From an optimization exercise on the open Yosys and OpenROAD flow, aimed at small area, a short achievable clock period and few clock cycles per item; shortcuts taken in it are not production practice.
Function was checked by simulation only, so behaviour that the tests miss may differ from the original.

`flow/config.mk`:
```
export PLATFORM = sky130hd
export DESIGN_NAME = matvec_top
export DESIGN_NICKNAME = matvec_top
export VERILOG_FILES = /design/flow/design.v
export SDC_FILE = /design/flow/constraint.sdc
export NUM_CORES = 4
export LEC_CHECK = 0
export CAP_MARGIN = 20
export CORE_MARGIN = 2
export CORE_UTILIZATION = 40
export SLEW_MARGIN = 20
```
`flow/constraint.sdc`:
```
create_clock -name core_clock -period 7.0 [get_ports {clk}]
set_input_delay 1.4000 -clock core_clock [delete_from_list [all_inputs] [get_ports {clk}]]
set_output_delay 1.4000 -clock core_clock [all_outputs]
set_load 0.01 [all_outputs]
```
`flow/design.v`:
```
package matvec_pkg;
    localparam int lanes = 8;
    localparam int rows = 8;
    localparam int fifo_depth = 16;
    typedef logic signed [13:0] data_t;
    typedef logic signed [27:0] result_t;
    typedef logic [2:0] row_t;
    typedef logic [7:0] lane_mask_t;
    typedef logic [5:0] word_count_t;
    typedef logic [4:0] slot_count_t;
    typedef enum logic [1:0] {
        load_matrix,
        load_vector,
        wait_space,
        compute
    } seq_state_t;
endpackage
`timescale 1ns/1ps
import matvec_pkg::*;
module load_sequencer (
    input  logic                    clk,
    input  logic                    reset,
    input  logic                    input_valid,
    input  logic                    new_matrix,
    input  matvec_pkg::data_t       input_data,
    output logic                    input_ready,
    input  matvec_pkg::slot_count_t free_slots,
    output matvec_pkg::data_t       wr_data,
    output matvec_pkg::row_t        wr_row,
    output matvec_pkg::lane_mask_t  wr_matrix_we,
    output matvec_pkg::lane_mask_t  wr_vector_we,
    output logic                    issue,
    output matvec_pkg::row_t        issue_row,
    output logic                    reserve
);
    matvec_pkg::seq_state_t  state;
    matvec_pkg::word_count_t count;
    logic        started;
    logic        first_word;
    logic        accept;
    logic        matrix_phase;
    logic        room;
    assign input_ready = started && (state == load_matrix || state == load_vector);
    assign accept = input_valid && input_ready;
    assign matrix_phase = (state == load_matrix) ||
                          (state == load_vector && first_word && new_matrix);
    assign room = free_slots >= matvec_pkg::slot_count_t'(rows);
    assign wr_data = input_data;
    assign wr_row = count[5:3];
    assign wr_matrix_we = (accept && matrix_phase) ? (matvec_pkg::lane_mask_t'(1) << count[2:0]) : '0;
    assign wr_vector_we = (accept && !matrix_phase) ? (matvec_pkg::lane_mask_t'(1) << count[2:0]) : '0;
    assign issue = (state == compute);
    assign issue_row = count[2:0];
    assign reserve = (state == compute) && (count == '0);
    always_ff @(posedge clk) begin
        if (reset) begin
            state <= load_vector;
            count <= '0;
            started <= 1'b0;
            first_word <= 1'b1;
        end else begin
            started <= 1'b1;
            case (state)
                load_matrix: begin
                    if (accept) begin
                        if (count == matvec_pkg::word_count_t'(lanes * rows - 1)) begin
                            state <= load_vector;
                            count <= '0;
                        end else begin
                            count <= count + 1'b1;
                        end
                    end
                end
                load_vector: begin
                    if (accept) begin
                        first_word <= 1'b0;
                        if (matrix_phase) begin
                            state <= load_matrix;
                            count <= count + 1'b1;
                        end else if (count == matvec_pkg::word_count_t'(lanes - 1)) begin
                            count <= '0;
                            state <= room ? compute : wait_space;
                        end else begin
                            count <= count + 1'b1;
                        end
                    end
                end
                wait_space: begin
                    if (room) begin
                        state <= compute;
                    end
                end
                compute: begin
                    if (count == matvec_pkg::word_count_t'(rows - 1)) begin
                        state <= load_vector;
                        count <= '0;
                        first_word <= 1'b1;
                    end else begin
                        count <= count + 1'b1;
                    end
                end
                default: begin
                    state <= load_vector;
                end
            endcase
        end
    end
endmodule
`timescale 1ns/1ps
import matvec_pkg::*;
module operand_banks (
    input  logic              clk,
    input  matvec_pkg::data_t       wr_data,
    input  matvec_pkg::row_t        wr_row,
    input  matvec_pkg::lane_mask_t  wr_matrix_we,
    input  matvec_pkg::lane_mask_t  wr_vector_we,
    input  logic              issue,
    input  matvec_pkg::row_t  issue_row,
    output logic              operands_valid,
    output logic [matvec_pkg::lanes*14-1:0] matrix_row,
    output logic [matvec_pkg::lanes*14-1:0] vector
);
    matvec_pkg::data_t column_bank [lanes][rows];
    matvec_pkg::data_t vector_reg [lanes];
    for (genvar l = 0; l < lanes; l++) begin : g_lane
        always_ff @(posedge clk) begin
            if (wr_matrix_we[l]) begin
                column_bank[l][wr_row] <= wr_data;
            end
            if (wr_vector_we[l]) begin
                vector_reg[l] <= wr_data;
            end
        end
    end
    always_ff @(posedge clk) begin
        operands_valid <= issue;
    end
    always_ff @(posedge clk) begin
        if (issue) begin
            for (int l = 0; l < lanes; l++) begin
                matrix_row[14*l +: 14] <= column_bank[l][issue_row];
                vector[14*l +: 14] <= vector_reg[l];
            end
        end
    end
endmodule
`timescale 1ns/1ps
import matvec_pkg::*;
module dot_product_pipeline (
    input  logic                clk,
    input  logic                reset,
    input  logic                operands_valid,
    input  logic [matvec_pkg::lanes*14-1:0] matrix_row,
    input  logic [matvec_pkg::lanes*14-1:0] vector,
    output logic                sum_valid,
    output matvec_pkg::result_t sum
);
    matvec_pkg::result_t product [lanes];
    matvec_pkg::result_t partial4 [lanes / 2];
    matvec_pkg::result_t partial2 [lanes / 4];
    logic [2:0] stage_valid;
    always_ff @(posedge clk) begin
        if (reset) begin
            stage_valid <= '0;
            sum_valid <= 1'b0;
        end else begin
            stage_valid <= {stage_valid[1:0], operands_valid};
            sum_valid <= stage_valid[2];
        end
    end
    always_ff @(posedge clk) begin
        for (int i = 0; i < lanes; i++) begin
            product[i] <= $signed(matrix_row[14*i +: 14]) * $signed(vector[14*i +: 14]);
        end
        for (int i = 0; i < lanes / 2; i++) begin
            partial4[i] <= product[2 * i] + product[2 * i + 1];
        end
        for (int i = 0; i < lanes / 4; i++) begin
            partial2[i] <= partial4[2 * i] + partial4[2 * i + 1];
        end
        sum <= partial2[0] + partial2[1];
    end
endmodule
`timescale 1ns/1ps
import matvec_pkg::*;
module result_fifo (
    input  logic                    clk,
    input  logic                    reset,
    input  logic                    reserve,
    input  logic                    sum_valid,
    input  matvec_pkg::result_t     sum,
    input  logic                    output_ready,
    output logic                    output_valid,
    output matvec_pkg::result_t     output_data,
    output matvec_pkg::slot_count_t free_slots
);
    matvec_pkg::result_t entries [fifo_depth];
    logic [$clog2(fifo_depth)-1:0] wr_ptr;
    logic [$clog2(fifo_depth)-1:0] rd_ptr;
    matvec_pkg::slot_count_t fill;
    logic pop;
    assign output_valid = (fill != '0);
    assign output_data = entries[rd_ptr];
    assign pop = output_valid && output_ready;
    always_ff @(posedge clk) begin
        if (sum_valid) begin
            entries[wr_ptr] <= sum;
        end
    end
    always_ff @(posedge clk) begin
        if (reset) begin
            wr_ptr <= '0;
            rd_ptr <= '0;
            fill <= '0;
            free_slots <= matvec_pkg::slot_count_t'(fifo_depth);
        end else begin
            if (sum_valid) begin
                wr_ptr <= wr_ptr + 1'b1;
            end
            if (pop) begin
                rd_ptr <= rd_ptr + 1'b1;
            end
            case ({sum_valid, pop})
                2'b10: fill <= fill + 1'b1;
                2'b01: fill <= fill - 1'b1;
                default: fill <= fill;
            endcase
            case ({reserve, pop})
                2'b10: free_slots <= free_slots - matvec_pkg::slot_count_t'(rows);
                2'b01: free_slots <= free_slots + 1'b1;
                2'b11: free_slots <= free_slots - matvec_pkg::slot_count_t'(rows - 1);
                default: free_slots <= free_slots;
            endcase
        end
    end
endmodule
`timescale 1ns/1ps
import matvec_pkg::*;
module matvec_top (
    input  logic                clk,
    input  logic                reset,
    input  logic                input_valid,
    output logic                input_ready,
    input  matvec_pkg::data_t   input_data,
    input  logic                new_matrix,
    output logic                output_valid,
    input  logic                output_ready,
    output matvec_pkg::result_t output_data
);
    logic        issue;
    matvec_pkg::row_t        issue_row;
    logic        reserve;
    matvec_pkg::slot_count_t free_slots;
    logic        operands_valid;
    logic [lanes*14-1:0] matrix_row;
    logic [lanes*14-1:0] vector;
    logic        sum_valid;
    matvec_pkg::result_t     sum;
    matvec_pkg::data_t       wr_data;
    matvec_pkg::row_t        wr_row;
    matvec_pkg::lane_mask_t  wr_matrix_we;
    matvec_pkg::lane_mask_t  wr_vector_we;
    load_sequencer load_sequencer_i (
        .clk         (clk),
        .reset       (reset),
        .input_valid (input_valid),
        .new_matrix  (new_matrix),
        .input_data  (input_data),
        .input_ready (input_ready),
        .free_slots  (free_slots),
        .wr_data      (wr_data),
        .wr_row       (wr_row),
        .wr_matrix_we (wr_matrix_we),
        .wr_vector_we (wr_vector_we),
        .issue       (issue),
        .issue_row   (issue_row),
        .reserve     (reserve)
    );
    operand_banks operand_banks_i (
        .clk            (clk),
        .wr_data        (wr_data),
        .wr_row         (wr_row),
        .wr_matrix_we   (wr_matrix_we),
        .wr_vector_we   (wr_vector_we),
        .issue          (issue),
        .issue_row      (issue_row),
        .operands_valid (operands_valid),
        .matrix_row     (matrix_row),
        .vector         (vector)
    );
    dot_product_pipeline dot_product_pipeline_i (
        .clk            (clk),
        .reset          (reset),
        .operands_valid (operands_valid),
        .matrix_row     (matrix_row),
        .vector         (vector),
        .sum_valid      (sum_valid),
        .sum            (sum)
    );
    result_fifo result_fifo_i (
        .clk          (clk),
        .reset        (reset),
        .reserve      (reserve),
        .sum_valid    (sum_valid),
        .sum          (sum),
        .output_ready (output_ready),
        .output_valid (output_valid),
        .output_data  (output_data),
        .free_slots   (free_slots)
    );
endmodule
```
`flow/run.sh`:
```
#!/bin/bash
# synth_recipe.tcl (not shown) runs the flow's synth.tcl, then flattens the netlist and writes it again
# the make line also repeats each setting of config.mk as NAME=value (left out here)
make -C /OpenROAD-flow-scripts/flow DESIGN_CONFIG=/design/flow/config.mk WORK_HOME=/design/flow/orfs CLKGATE_MAP_FILE= SYNTH_SCRIPT=/design/flow/synth_recipe.tcl finish
```
==> flow_summary.json <==
{
  "grt_max_degree": 137,
  "r2r-start": "operand_banks_i.vector[29]",
  "critical_path.max_stage_delay_ns": 0.74,
  "cts_tree": "yes",
  "cp_data_arrival_time_ns": 7.39,
  "placed_area_sq_um": 146000,
  "die_area_sq_um": 355000,
  "finalCritPeriodShare_pct": 94.7,
  "vias": 82040,
  "antenna_found_initial": 47,
  "area_growth_pct": 9.78,
  "seq_area_frac_synth_pct": 42.6,
  "synthFlopType": "edfxtp_1",
  "syn_area_per_cell_sq_um": 12.5,
  "drive_gt1_share_pct": 8.30,
  "rsz0062_at_grt": "false",
  "fp.coreArea_sq_um": 349000,
  "critPathKind": "reg -> reg",
  "r2r_cells": 19,
  "reg_top3": "operand_banks_i.column_bank: 896 flops, result_fifo_i.entries: 448 flops",
  "slowest_stage": "fa_1",
  "ioPinCount": 49,
  "worstHoldPathType": "reg -> reg",
  "drtIter0Drc": 6251,
  "nets": 13586,
  "timing.slew.headroom_pct": 24.9,
  "via_per_inst": 5.11,
  "endpoint": "dot_product_pipeline_i.product[2][25]",
  "start_kind": "flop",
  "htreeDepth": 4,
  "final_cell_area_sq_um": 154000,
  "r2r_slack_ns": 0.37,
  "cpMostUsedCell": "fa_1",
  "end_kind": "flop",
  "synth_top_cell_area_share_pct": 36.0,
  "port_buffers": 48,
  "timing.max_cap.violations": 0,
  "numCtsBuffers": 226,
  "crit_required_ns": 7.76,
  "die_width_um": 596,
  "tns_ns": 0,
  "rows": 217,
  "finalSetupViolCount": 0,
  "cts_hold_buffers": 0,
  "drc": 0,
  "tightest_slew_ns": 1.13,
  "dieHeight_um": 596,
  "cts.path.max_buffers": 4,
  "grt_overflow": 0,
  "grt_pass1_wl_um": 530000,
  "fmax_ghz": 0.151,
  "cts_sinks": 2137,
  "syn_nets": 13499,
  "ant_nets": 0,
  "regMostFlops": "operand_banks_i.column_bank",
  "yosys-top-cells-area": "edfxtp_1 (36%), fa_1 (22%), ha_1 (6.7%)",
  "synth_warnings": 8,
  "finalHoldViolCount": 0,
  "crit_chain": "and2_1 -> ha_1 -> inv_1 -> fa_1 -> inv_1 -> fa_1 -> fa_1 -> fa_1 -> inv_1 -> fa_1 -> inv_1 -> ha_1 -> a21o_1 -> a21oi_1 -> or4b_2 -> o21ai_1 -> o211ai_1 -> mux2i_1 -> nand2_1",
  "hpwlAfterDp_um": 249000,
  "slew_violations": 0,
  "synth-seq-cells": 2137,
  "clk_pin_slew_ns": 0.07,
  "drt-wirelength-per-cell_um": 21.3,
  "grt.total_usage_pct": 19.4,
  "critPathLaunch": "operand_banks_i.vector[29]",
  "synth_commonest_cells": "inv_1 (1892), edfxtp_1 (1680), fa_1 (1568)",
  "status": "timing/DRC/antenna clean",
  "min_period_ns": 6.63,
  "synth.largest_area_cell": "edfxtp_1",
  "start_util_pct": 40.1,
  "clock_latency_ns": 0.91,
  "cts_root_buf": "clkbuf_16",
  "synth.most_common_cell": "inv_1",
  "grt_pass1_vias": 88736,
  "wirelength_um": 341000,
  "async_flop_share_pct": 0,
  "clock_skew_ns": 0.0722,
  "netlist_area_sq_um": 140000,
  "syn_inst": 11165,
  "largest_reg_flops": 896,
  "synth_cell_type_count": 87,
  "crit_path_max_fanout": 14,
  "synth_edf_count": 1680,
  "gp_congestion": 0.909,
  "dr.pass1.iters": 8,
  "critical_path.top_delay_family": "adder cells",
  "r2r_end": "dot_product_pipeline_i.product[2][25]",
  "crit_cells": 19,
  "crit_buf_inv": 4
}
logic make-up (layout without fill, tap and decap cells):
group / Yosys count / in the layout / synth area share, %
flops: 2137 / 2137 / 42.6
fa+ha+maj: 2315 / 2315 / 29.1
compound gates: 901 / 901 / 4.16
other cells: 0 / 11 / 0
buf+inv: 2252 / 2523 / 6.04
mux: 367 / 367 / 5.88
simple gates: 2760 / 2760 / 9.55
xor+xnor: 433 / 433 / 2.71
repair_timing:
item,in CTS,in global routing
setup endpoints to repair,0,9
endpoints found under the hold margin,0,0
setup buffers,0,5
resized for setup,0,5
cell type report:
type | count | area [sq um]
Inverter | 1894 | 7110
Antenna cell | 11 | 27.5
Tap cell | 4599 | 5750
Clock inverter | 109 | 1060
Timing Repair Buffer | 217 | 1780
Sequential cell | 2137 | 59600
Clock buffer | 303 | 6330
Fill cell | 31408 | 195000
Multi-Input combinational cell | 6776 | 72000
layout by cell type (no fill, tap or decap), drive strengths merged, types with 118 or more instances in the layout:
cell and count:
and2 865, o21ai 175, fa 1568, a21oi 273, buf 184, edfxtp 1680
mux4 364, a21o 118, ha 747, xnor2 334, inv 1907, dfxtp 457
nand2 1126, nor2 381, clkbuf 303
metrics by stage:
step	util, %	std cells	hold slack [ns]	setup WS, ns
after floorplan	-	11165	0.400	0.808
after global placement	41.9	15616	0.401	0.466
after detailed placement	41.9	15616	0.405	0.328
after CTS	44.0	16028	0.382	0.294
after global routing	44.0	16037	0.391	0.00318
final	44.1	16046	0.386	0.369
how the worst min path moves through the flow:
stage,from,to,slack (ns),cells after the start
6_report,operand_banks_i.vector_reg[5][1],operand_banks_i.vector[71],0.39,0
5_1_grt,operand_banks_i.vector_reg[5][1],operand_banks_i.vector[71],0.39,0
4_1_cts,operand_banks_i.vector_reg[5][1],operand_banks_i.vector[71],0.38,0
3_5_place_dp,operand_banks_i.vector_reg[7][4],operand_banks_i.vector[102],0.40,0
3_3_place_gp,operand_banks_i.vector_reg[7][7],operand_banks_i.vector[105],0.40,0
2_1_floorplan,operand_banks_i.vector_reg[0][0],operand_banks_i.vector[0],0.40,0
layer usage:
| metal | up-vias | part of all wire (%) | GRT usage, % | wire length (um) |
|---|---|---|---|---|
| li1 | 36819 | - | - | - |
| met1 | 42460 | 44 | 26.3 | 149000 |
| met2 | 2266 | 48 | 32.6 | 164000 |
| met3 | 471 | 5.8 | 2.82 | 19700 |
| met4 | 24 | 2.6 | 4.94 | 8980 |
| met5 | - | 0.043 | 0 | 145 |
Testbench counts, summed over its fixed seeds: cycles 12,344, items 4,096.

-- what the ideal ports hide --
In the flow no input, the clock included, has a driving cell. The finished layout below was timed again as built, in two steps.
Step 1: set_driving_cell puts a clkbuf_16 on clk and a buf_2 on each other input, an assumption about the parent block.
Step 2 also shifts input and output timing later by t, the mid clock arrival at the registers, as if the neighbouring blocks saw the same clock.
Slacks: ideal ports / drivers / drivers and shift; pairs: ideal ports / drivers.
shift t [ns]: 0.970
slack for setup (ns): 0.369 / 0.369 / 0.369
worst setup path at the end: register to register
clock arrival spread, ns: 0.090 / 0.089
slew at the worst register clock pin (ns): 0.08 / 0.08
After both steps this run still meets setup and hold. For this run, drivers alone change the setup slack by 0.000 ns; drivers and shift together by 0.000 ns.
